Source: an optimization exercise on an open RTL-to-GDS flow (aim: small area, a short achievable clock period and few clock cycles). Production flows keep margins and buffers that such runs may drop. In this exercise RTL edits were held to simulation tests only and were not proved equivalent to the original.

## joint_velocity_limiter_integrator
module joint_velocity_limiter_integrator #(
  parameter int MAX_JOINTS = jvl_pkg::MAX_JOINTS_DEF
) (
  input  logic clk,
  input  logic rst,
  input  logic                                s_axis_tvalid,
  output logic                                s_axis_tready,
  input  logic [jvl_pkg::IN_TDATA_W-1:0]      s_axis_tdata,
  input  logic                                s_axis_tuser,
  output logic                                m_axis_tvalid,
  input  logic                                m_axis_tready,
  output logic [jvl_pkg::OUT_TDATA_W-1:0]     m_axis_tdata,
  input  logic                                cfg_we,
  input  logic [jvl_pkg::CFG_IDX_W-1:0]       cfg_index,
  input  logic [jvl_pkg::CFG_DATA_W-1:0]      cfg_data
);
Size: roughly 5400 cells after synthesis, roughly 960 flip-flops, roughly 250 I/O pins, roughly 62000 sq um of cells after synthesis.
==> flow/config.mk <==
export PLATFORM = sky130hd
export DESIGN_NAME = joint_velocity_limiter_integrator
export DESIGN_NICKNAME = joint_velocity_limiter_integrator
export VERILOG_FILES = /design/flow/design.v
export SDC_FILE = /design/flow/constraint.sdc
export NUM_CORES = 4
export LEC_CHECK = 0
export CAP_MARGIN = 20
export CORE_MARGIN = 2
export CORE_UTILIZATION = 55
export CTS_CLUSTER_DIAMETER = 100
export CTS_CLUSTER_SIZE = 30
export SLEW_MARGIN = 20
==> flow/constraint.sdc <==
create_clock -name core_clock -period 24.0 [get_ports {clk}]
set_input_delay 4.8000 -clock core_clock [delete_from_list [all_inputs] [get_ports {clk}]]
set_output_delay 4.8000 -clock core_clock [all_outputs]
set_load 0.01 [all_outputs]
standard.sh (not shown) runs the stock make flow with config.mk's settings and CLKGATE_MAP_FILE= SYNTH_SCRIPT=/design/flow/synth_recipe.tcl, a recipe that flattens the netlist after the stock synthesis.
==> flow/flow/run.sh <==
#!/bin/bash
# The standard layout (the standard.sh: standard synthesis, floorplan, power grid,
# placement, CTS, routing) with two changes to how it is made:
#  - ORFS's timing repair is asked to leave 17.8 ns of setup slack at the design's
#    24 ns clock, so it works on every path longer than 6.2 ns;
#  - the buffers that placement puts on every input and output port are buf_2 cells
#    instead of the delay-buffer cells it picks by default.
# The constraints (SDC) and clock period are the design's, unchanged.
set -o pipefail
bash standard.sh SETUP_SLACK_MARGIN=17.8 "BUFFER_PORTS_ARGS=-buffer_cell sky130_fd_sc_hd__buf_2" finish > standard_flow.log 2>&1
Testbench counts at the start, summed over its fixed seeds: cycles 32,160.
Rerun with:
==> flow/flow/run.sh (replaced) <==
#!/bin/bash
# The standard layout (the standard.sh: standard synthesis, floorplan, power grid,
# placement, CTS, routing) with two changes to how it is made:
#  - ORFS's timing repair is asked to leave 18 ns of setup slack at the design's
#    24 ns clock, so it works on every path longer than 6 ns;
#  - the buffers that placement puts on every input and output port are buf_2 cells
#    instead of the delay-buffer cells it picks by default.
# The constraints (SDC) and clock period are the design's, unchanged.
set -o pipefail
bash standard.sh SETUP_SLACK_MARGIN=18 "BUFFER_PORTS_ARGS=-buffer_cell sky130_fd_sc_hd__buf_2" finish > standard_flow.log 2>&1
After rerunning: Global-route usage grows by 0.20 points; setup slack improves by 160 ps; utilization grows by 1.1 points.
Rerun with:
==> flow/flow/run.sh (replaced) <==
#!/bin/bash
# The standard layout (the standard.sh: standard synthesis, floorplan, power grid,
# placement, CTS, routing) with two changes to how it is made:
#  - ORFS's timing repair is asked to leave 17.8 ns of setup slack at the design's
#    24 ns clock, so it works on every path longer than 6.2 ns;
#  - the buffers that placement puts on every input and output port are buf_2 cells
#    instead of the delay-buffer cells it picks by default.
# The constraints (SDC) and clock period are the design's, unchanged.
set -o pipefail
bash standard.sh SETUP_SLACK_MARGIN=17.8 "BUFFER_PORTS_ARGS=-buffer_cell sky130_fd_sc_hd__buf_2" finish > standard_flow.log 2>&1
CORE_UTILIZATION = 70   (was 55)
CTS_CLUSTER_DIAMETER = 80   (was 100)
CTS_CLUSTER_SIZE = 25   (was 30)
The new run passed the timing, design-rule and antenna checks.
Die area went down by about a fifth.
Area after synthesis does not change.
Clock-buffer cell count went up by 9.
Synthesized cell count is unchanged.
Core utilization went up by 16 points.
Final area went down slightly.
Fmax went down by a few percent.

## what the ideal ports hide
In the flow no input, the clock included, has a driving cell. The finished layouts below were timed again as built, in two steps. Step 1: set_driving_cell puts a clkbuf_16 on clk and a buf_2 on each other input, an assumption about the parent block. Step 2, shift: input delay + t, output delay - t, t = (earliest + latest rising clock arrival at the registers) / 2. This alone moves slack from input paths to output paths. a / b / c = ideal ports / drivers / drivers and shift; a / b = the first two.
| run | t, ns | setup slack, ns | worst register clock-pin slew, ns |
|---|---|---|---|
| the first run | 0.762 | 17.709 / 17.709 / 17.102 | 0.12 / 0.12 |
| the second run | 0.752 | 17.866 / 17.788 / 17.278 | 0.12 / 0.12 |
| the third run | 0.758 | 17.738 / 17.738 / 17.086 | 0.11 / 0.11 |
After both steps setup and hold are still met in every run listed. For the third run, which loses most, drivers alone change the setup slack by 0.000 ns; drivers and shift together by -0.652 ns.
